Background: an optimization exercise with open tools, aiming at small area, a short achievable clock period and few clock cycles per item. Do not read the settings as production practice.

==> cedar: inputs <==
Design matrix_mult_top, start of the top module:
module matrix_mult_top (
  input  wire                           ap_clk,
  input  wire                           areset,
  input  wire                           i_start,
  output logic                          o_idle,
  output logic                          o_done,
  input  wire                           i_a_valid,
  output logic                          o_a_ready,
  input  wire  [4*16-1:0] i_a_data,
  input  wire                           i_b_valid,
  output logic                          o_b_ready,
  input  wire  [4*16-1:0] i_b_data,
  output logic                          o_c_valid,
  input  wire                           i_c_ready,
  output logic [4*32-1:0]  o_c_data,
  output logic                          o_c_last
);
  logic       start_r;
  logic       busy;
  logic       job_open;
  logic       job_end;
  assign job_open = i_start & ~start_r & ~busy;
  assign job_end  = o_c_valid & i_c_ready & o_c_last;
  always_ff @(posedge ap_clk) begin
    if (areset) begin
      start_r <= 1'b0;
    end else begin
      start_r <= i_start;
    end
  end
  always_ff @(posedge ap_clk) begin
    if (areset) begin
      busy   <= 1'b0;
      o_done <= 1'b0;
    end else begin
      o_done <= job_end;
      if (job_end) begin
        busy <= 1'b0;
      end else if (job_open) begin
        busy <= 1'b1;
      end
    end
  end
  assign o_idle = ~busy;
  logic [1:0] ph;
  logic [1:0] kb;           
  logic       inbeat;       
  logic       intake_done;  
  logic       take0;
  logic       cap;
  logic       xfer;
  assign take0 = busy & ~intake_done & ~inbeat & (ph == 2'd0) & i_a_valid & i_b_valid;
  assign cap   = take0 | inbeat;
  assign xfer  = inbeat & (ph == 2'd3);
  assign o_a_ready = xfer;
  assign o_b_ready = xfer;
  always_ff @(posedge ap_clk) begin
    if (areset) begin
      ph          <= 2'd0;
      kb          <= 2'd0;
      inbeat      <= 1'b0;
      intake_done <= 1'b0;
    end else if (job_open) begin
      ph          <= 2'd0;
  ...
==> module matrix_mult_top, before the edit <==
module matrix_mult_top (
  input  wire                           ap_clk,
  input  wire                           areset,
  input  wire                           i_start,
  output logic                          o_idle,
  output logic                          o_done,
  input  wire                           i_a_valid,
  output logic                          o_a_ready,
  input  wire  [4*16-1:0] i_a_data,
  input  wire                           i_b_valid,
  output logic                          o_b_ready,
  input  wire  [4*16-1:0] i_b_data,
  output logic                          o_c_valid,
  input  wire                           i_c_ready,
  output logic [4*32-1:0]  o_c_data,
  output logic                          o_c_last
);
  logic       start_r;
  logic       busy;
  logic       job_open;
  logic       job_end;
  assign job_open = i_start & ~start_r & ~busy;
  assign job_end  = o_c_valid & i_c_ready & o_c_last;
  always_ff @(posedge ap_clk) begin
    if (areset) begin
      start_r <= 1'b0;
    end else begin
      start_r <= i_start;
    end
  end
  always_ff @(posedge ap_clk) begin
    if (areset) begin
      busy   <= 1'b0;
      o_done <= 1'b0;
    end else begin
      o_done <= job_end;
      if (job_end) begin
        busy <= 1'b0;
      end else if (job_open) begin
        busy <= 1'b1;
      end
    end
  end
  assign o_idle = ~busy;
  logic [1:0] ph;
  logic [1:0] kb;           
  logic       inbeat;       
  logic       intake_done;  
  logic       take0;
  logic       cap;
  logic       xfer;
  assign take0 = busy & ~intake_done & ~inbeat & (ph == 2'd0) & i_a_valid & i_b_valid;
  assign cap   = take0 | inbeat;
  assign xfer  = inbeat & (ph == 2'd3);
  assign o_a_ready = xfer;
  assign o_b_ready = xfer;
  always_ff @(posedge ap_clk) begin
    if (areset) begin
      ph          <= 2'd0;
      kb          <= 2'd0;
      inbeat      <= 1'b0;
      intake_done <= 1'b0;
    end else if (job_open) begin
      ph          <= 2'd0;
      kb          <= 2'd0;
      inbeat      <= 1'b0;
      intake_done <= 1'b0;
    end else begin
      ph <= ph + 2'd1;
      if (take0) begin
        inbeat <= 1'b1;
      end else if (xfer) begin
        inbeat <= 1'b0;
        kb     <= kb + 2'd1;
        if (kb == 2'd3) begin
          intake_done <= 1'b1;
        end
      end
    end
  end
  logic [15:0] a_sel;
  logic [16:0] a_ext;
  logic [23:0] enc_d;
  logic [23:0] enc0;
  logic [63:0] b0;
  logic        first0;
  logic        last0;
  assign a_sel = cap ? i_a_data[ph*16 +: 16] : 16'd0;
  assign a_ext = {a_sel, 1'b0};
  always_comb begin
    for (int d = 0; d < 8; d++) begin
      enc_d[3*d]   = a_ext[2*d] ^ a_ext[2*d+1];
      enc_d[3*d+1] = (a_ext[2*d +: 3] == 3'b011) | (a_ext[2*d +: 3] == 3'b100);
      enc_d[3*d+2] = a_ext[2*d+2];
    end
  end
  always_ff @(posedge ap_clk) begin
    enc0 <= enc_d;
    b0   <= i_b_data;
  end
  always_ff @(posedge ap_clk) begin
    if (areset) begin
      first0 <= 1'b0;
      last0  <= 1'b0;
    end else begin
      first0 <= cap & (kb == 2'd0);
      last0  <= cap & (kb == 2'd3);
    end
  end
  logic [31:0] s1 [4];
  logic [31:0] c1 [4];
  logic        first1;
  logic        last1;
  for (genvar j = 0; j < 4; j++) begin : g_mul
    logic [31:0] s_w;
    logic [31:0] c_w;
    mm_booth_cs mul (
      .enc (enc0),
      .b   (b0[16*j +: 16]),
      .s   (s_w),
      .c   (c_w)
    );
    always_ff @(posedge ap_clk) begin
      s1[j] <= s_w;
      c1[j] <= c_w;
    end
  end
  always_ff @(posedge ap_clk) begin
    if (areset) begin
      first1 <= 1'b0;
      last1  <= 1'b0;
    end else begin
      first1 <= first0;
      last1  <= last0;
    end
  end
  logic [127:0] sum;
  for (genvar j = 0; j < 4; j++) begin : g_acc
    logic [31:0] acc [4];
    assign sum[32*j +: 32] = (acc[3] & {32{~first1}}) + s1[j] + c1[j];
    always_ff @(posedge ap_clk) begin
      acc[0] <= sum[32*j +: 32];
      acc[1] <= acc[0];
      acc[2] <= acc[1];
      acc[3] <= acc[2];
    end
  end
  logic [1:0]   row2;
  logic [1:0]   orow;
  logic         post;
  logic         all_loaded;
  logic         load;
  logic [127:0] out_data;
  assign row2 = ph - 2'd2;
  assign load = busy & ~all_loaded & (row2 == orow) & (last1 | post)
              & (~o_c_valid | i_c_ready);
  always_ff @(posedge ap_clk) begin
    if (areset) begin
      o_c_valid  <= 1'b0;
      o_c_last   <= 1'b0;
      orow       <= 2'd0;
      post       <= 1'b0;
      all_loaded <= 1'b0;
    end else if (job_open) begin
      o_c_valid  <= 1'b0;
      o_c_last   <= 1'b0;
      orow       <= 2'd0;
      post       <= 1'b0;
      all_loaded <= 1'b0;
    end else begin
      if (last1 & (row2 == 2'd3)) begin
        post <= 1'b1;
      end
      if (load) begin
        o_c_valid <= 1'b1;
        o_c_last  <= (orow == 2'd3);
        orow      <= orow + 2'd1;
        if (orow == 2'd3) begin
          all_loaded <= 1'b1;
        end
      end else if (i_c_ready) begin
        o_c_valid <= 1'b0;
      end
    end
  end
  always_ff @(posedge ap_clk) begin
    if (load) begin
      out_data <= sum;
    end
  end
  assign o_c_data = out_data;
endmodule
Settings: LEC_CHECK=0, CAP_MARGIN=20, CORE_MARGIN=2, CORE_UTILIZATION=40, SLEW_MARGIN=20; clock period 8.5 ns.
run.sh (not shown) runs the stock make flow with config.mk's settings and CLKGATE_MAP_FILE= SYNTH_SCRIPT=/design/flow/synth_recipe.tcl, a recipe that flattens the netlist after the stock synthesis.
==> lagoon: changes against cedar <==
--- a/flow/design.v
+++ b/flow/design.v
@@ -394,2 +394,3 @@
   logic       job_end;
+  logic       idle_r;
   assign job_open = i_start & ~start_r & ~busy;
@@ -406,2 +407,3 @@
       busy   <= 1'b0;
+      idle_r <= 1'b1;
       o_done <= 1'b0;
@@ -410,5 +412,7 @@
       if (job_end) begin
-        busy <= 1'b0;
+        busy   <= 1'b0;
+        idle_r <= 1'b1;
       end else if (job_open) begin
-        busy <= 1'b1;
+        busy   <= 1'b1;
+        idle_r <= 1'b0;
       end
@@ -416,13 +420,27 @@
   end
-  assign o_idle = ~busy;
-  logic [1:0] ph;
-  logic [1:0] kb;           
-  logic       inbeat;       
-  logic       intake_done;  
-  logic       take0;
-  logic       cap;
-  logic       xfer;
+  assign o_idle = idle_r;
+  logic [1:0]  ph;
+  logic [1:0]  kb;           
+  logic        inbeat;       
+  logic        intake_done;  
+  logic        spec1;        
+  logic        spec2;        
+  logic        eq_r;         
+  logic        take0;
+  logic        cap;
+  logic        xfer;
+  logic [15:0] a_raw;
+  logic [63:0] b0;
+  always_ff @(posedge ap_clk) begin
+    eq_r <= i_a_valid & i_b_valid & (i_a_data[15:0] == a_raw) & (i_b_data == b0);
+  end
   assign take0 = busy & ~intake_done & ~inbeat & (ph == 2'd0) & i_a_valid & i_b_valid;
-  assign cap   = take0 | inbeat;
-  assign xfer  = inbeat & (ph == 2'd3);
+  assign cap   = ~busy | take0 | inbeat;
+  always_ff @(posedge ap_clk) begin
+    if (areset) begin
+      xfer <= 1'b0;
+    end else begin
+      xfer <= inbeat & (ph == 2'd2) & ~(spec2 & ~eq_r);
+    end
+  end
   assign o_a_ready = xfer;
@@ -435,10 +453,18 @@
       intake_done <= 1'b0;
+      spec1       <= 1'b0;
+      spec2       <= 1'b0;
     end else if (job_open) begin
-      ph          <= 2'd0;
+      ph          <= 2'd1;
       kb          <= 2'd0;
-      inbeat      <= 1'b0;
+      inbeat      <= 1'b1;
       intake_done <= 1'b0;
+      spec1       <= 1'b1;
+      spec2       <= 1'b0;
     end else begin
-      ph <= ph + 2'd1;
-      if (take0) begin
+      spec1 <= 1'b0;
+      spec2 <= spec1;
+      ph    <= (busy & ~job_end) ? ph + 2'd1 : 2'd0;
+      if (spec2 & ~eq_r) begin
+        inbeat <= 1'b0;
+      end else if (take0) begin
         inbeat <= 1'b1;
@@ -446,3 +472,5 @@
         inbeat <= 1'b0;
-        kb     <= kb + 2'd1;
+      end
+      if (xfer) begin
+        kb <= kb + 2'd1;
         if (kb == 2'd3) begin
@@ -457,3 +485,2 @@
   logic [23:0] enc0;
-  logic [63:0] b0;
   logic        first0;
@@ -470,4 +497,5 @@
   always_ff @(posedge ap_clk) begin
-    enc0 <= enc_d;
-    b0   <= i_b_data;
+    enc0  <= enc_d;
+    b0    <= i_b_data;
+    a_raw <= i_a_data[15:0];
   end
@@ -484,3 +512,2 @@
   logic [31:0] c1 [4];
-  logic        first1;
   logic        last1;
@@ -502,7 +529,5 @@
     if (areset) begin
-      first1 <= 1'b0;
-      last1  <= 1'b0;
+      last1 <= 1'b0;
     end else begin
-      first1 <= first0;
-      last1  <= last0;
+      last1 <= last0;
     end
@@ -512,3 +537,7 @@
     logic [31:0] acc [4];
-    assign sum[32*j +: 32] = (acc[3] & {32{~first1}}) + s1[j] + c1[j];
+    logic [31:0] x;
+    logic [31:0] y;
+    assign x = acc[3] ^ s1[j] ^ c1[j];
+    assign y = (acc[3] & s1[j]) | (acc[3] & c1[j]) | (s1[j] & c1[j]);
+    assign sum[32*j +: 32] = x + {y[30:0], 1'b0};
     always_ff @(posedge ap_clk) begin
@@ -517,3 +546,3 @@
       acc[2] <= acc[1];
-      acc[3] <= acc[2];
+      acc[3] <= acc[2] & {32{~first0}};
     end
==> flow/flow/run.sh (new file) <==
#!/bin/bash
# The standard layout (standard.sh) with these settings added to its
# config.mk:
#  - no full/half-adder cells: adders stay plain gates for abc to map
#  - every port buffer is a buf_2 cell
#  - timing repair aims at a 5.5 ns setup margin
# standard.sh writes every tool's log under orfs/logs; its own output goes
# to standard.log here.
set -e
cat >> config.mk <<'CFG'
export ADDER_MAP_FILE =
export SETUP_SLACK_MARGIN = 5.5
export BUFFER_PORTS_ARGS = -buffer_cell sky130_fd_sc_hd__buf_2
CFG
bash standard.sh > standard.log 2>&1
==> flow/standard.sh (new file) <==
#!/bin/bash
# synth_recipe.tcl (not shown) runs the flow's synth.tcl, then flattens the netlist and writes it again
# the make line also repeats each setting of config.mk as NAME=value (left out here)
make -C /OpenROAD-flow-scripts/flow DESIGN_CONFIG=/design/flow/config.mk WORK_HOME=/design/flow/orfs CLKGATE_MAP_FILE= SYNTH_SCRIPT=/design/flow/synth_recipe.tcl "${@:-finish}"
--- a/flow/config.mk
+++ b/flow/config.mk
@@ -11 +11,4 @@
 export SLEW_MARGIN = 20
+export ADDER_MAP_FILE =
+export SETUP_SLACK_MARGIN = 5.5
+export BUFFER_PORTS_ARGS = -buffer_cell sky130_fd_sc_hd__buf_2
removed: flow/run.sh
==> violet: changes against cedar <==
--- a/flow/design.v
+++ b/flow/design.v
@@ -394,2 +394,3 @@
   logic       job_end;
+  logic       idle_r;
   assign job_open = i_start & ~start_r & ~busy;
@@ -406,2 +407,3 @@
       busy   <= 1'b0;
+      idle_r <= 1'b1;
       o_done <= 1'b0;
@@ -410,5 +412,7 @@
       if (job_end) begin
-        busy <= 1'b0;
+        busy   <= 1'b0;
+        idle_r <= 1'b1;
       end else if (job_open) begin
-        busy <= 1'b1;
+        busy   <= 1'b1;
+        idle_r <= 1'b0;
       end
@@ -416,3 +420,3 @@
   end
-  assign o_idle = ~busy;
+  assign o_idle = idle_r;
   logic [1:0] ph;
@@ -426,3 +430,9 @@
   assign cap   = take0 | inbeat;
-  assign xfer  = inbeat & (ph == 2'd3);
+  always_ff @(posedge ap_clk) begin
+    if (areset) begin
+      xfer <= 1'b0;
+    end else begin
+      xfer <= inbeat & (ph == 2'd2) & ~job_open;
+    end
+  end
   assign o_a_ready = xfer;
@@ -484,3 +494,2 @@
   logic [31:0] c1 [4];
-  logic        first1;
   logic        last1;
@@ -502,7 +511,5 @@
     if (areset) begin
-      first1 <= 1'b0;
-      last1  <= 1'b0;
+      last1 <= 1'b0;
     end else begin
-      first1 <= first0;
-      last1  <= last0;
+      last1 <= last0;
     end
@@ -512,3 +519,7 @@
     logic [31:0] acc [4];
-    assign sum[32*j +: 32] = (acc[3] & {32{~first1}}) + s1[j] + c1[j];
+    logic [31:0] x;
+    logic [31:0] y;
+    assign x = acc[3] ^ s1[j] ^ c1[j];
+    assign y = (acc[3] & s1[j]) | (acc[3] & c1[j]) | (s1[j] & c1[j]);
+    assign sum[32*j +: 32] = x + {y[30:0], 1'b0};
     always_ff @(posedge ap_clk) begin
@@ -517,3 +528,3 @@
       acc[2] <= acc[1];
-      acc[3] <= acc[2];
+      acc[3] <= acc[2] & {32{~first0}};
     end
--- a/flow/config.mk
+++ b/flow/config.mk
@@ -10,2 +10,3 @@
 export CORE_UTILIZATION = 40
+export SETUP_SLACK_MARGIN = 5
 export SLEW_MARGIN = 20
==> impl_metrics.yaml <==
global_route:
  grt_pass1_vias: 34637
  antenna_found_initial: 5
  grt_pass1_wl_um: 203000
cts:
  cts_resized: 108
timing:
  whs_ns: 0.298
status:
  status: "complete, no violations"
logic_synthesis:
  synth_compound_area_share_pct: 12.0
  ys_top_cells_by_area: "dfxtp_1 34%, fa_1 18%, edfxtp_1 7.6%"
final_layout:
  multi_input_area_share_pct: 45.8
  final_common_cell: "dfxtp_1"
floorplan:
  rows: 130
worst_setup_path:
  slowest_delay_ns: 0.55
  r2r_end: "out_data[31]"
# the run above: violet

==> impl_metrics.yaml <==
logic_synthesis:
  yosysSeqAreaShare_pct: 41.4
  ys_top_cells_by_area: "dfxtp_1 34%, fa_1 18%, edfxtp_1 7.6%"
  synth_compound_area_share_pct: 12.2
status:
  status: "complete, no violations"
worst_setup_path:
  r2r_end: "out_data[127]"
  path_buf_inv: 1
timing:
  tightest_slew_ns: 1.07
  whs_ns: 0.294
cts:
  cts_resized: 0
global_route:
  grt_pass1_wl_um: 203000
final_layout:
  multi_input_area_share_pct: 46.3
# the run above: cedar

==> impl_metrics.yaml <==
final_layout:
  final_common_cell: "xnor2_1"
  multi_input_area_share_pct: 51.4
timing:
  hold_viol: 0
  whs_ns: 0.306
worst_setup_path:
  slowest_delay_ns: 0.37
  path_buf_inv: 2
  r2r_end: "out_data[63]"
cts:
  cts_resized: 301
detailed_routing:
  highest_layer: "met5"
  route.met3.wl_um: 11900
global_route:
  grt_pass1_wl_um: 246000
  antenna_found_initial: 10
place:
  gp_congestion: 0.864
status:
  status: "complete, no violations"
logic_synthesis:
  synth_compound_area_share_pct: 13.8
  ys_top_cells_by_area: "dfxtp_1 31%, xnor2_1 21%, edfxtp_1 6.9%"
# the run above: lagoon

No run of this note included a check of the RTL's function; only the layout flow was run.

re-timing with driven ports:
Ports are ideal in the flow. The routed layouts listed here were re-timed in OpenROAD. Step 1: set_driving_cell puts a clkbuf_16 on ap_clk and a buf_2 on each other input, an assumption about the parent block. Step 2 also shifts input and output timing later by t, the mid clock arrival at the registers, as if the neighbouring blocks saw the same clock. a / b / c = no drivers / after step 1 / after step 2; a / b = the first two.
run	t, ns	setup slack, ns	worst setup path after step 2	cell pins on the clock port's net
cedar	0.762	3.739 / 3.739 / 3.739	register to register	1
lagoon	0.803	4.725 / 4.725 / 4.725	register to register	1
violet	0.772	5.003 / 4.984 / 4.455	input to register	1
After both steps setup and hold are still met in every run listed. The setup slack of violet, which loses most, moves by -0.019 ns with the drivers and by -0.548 ns with both steps.
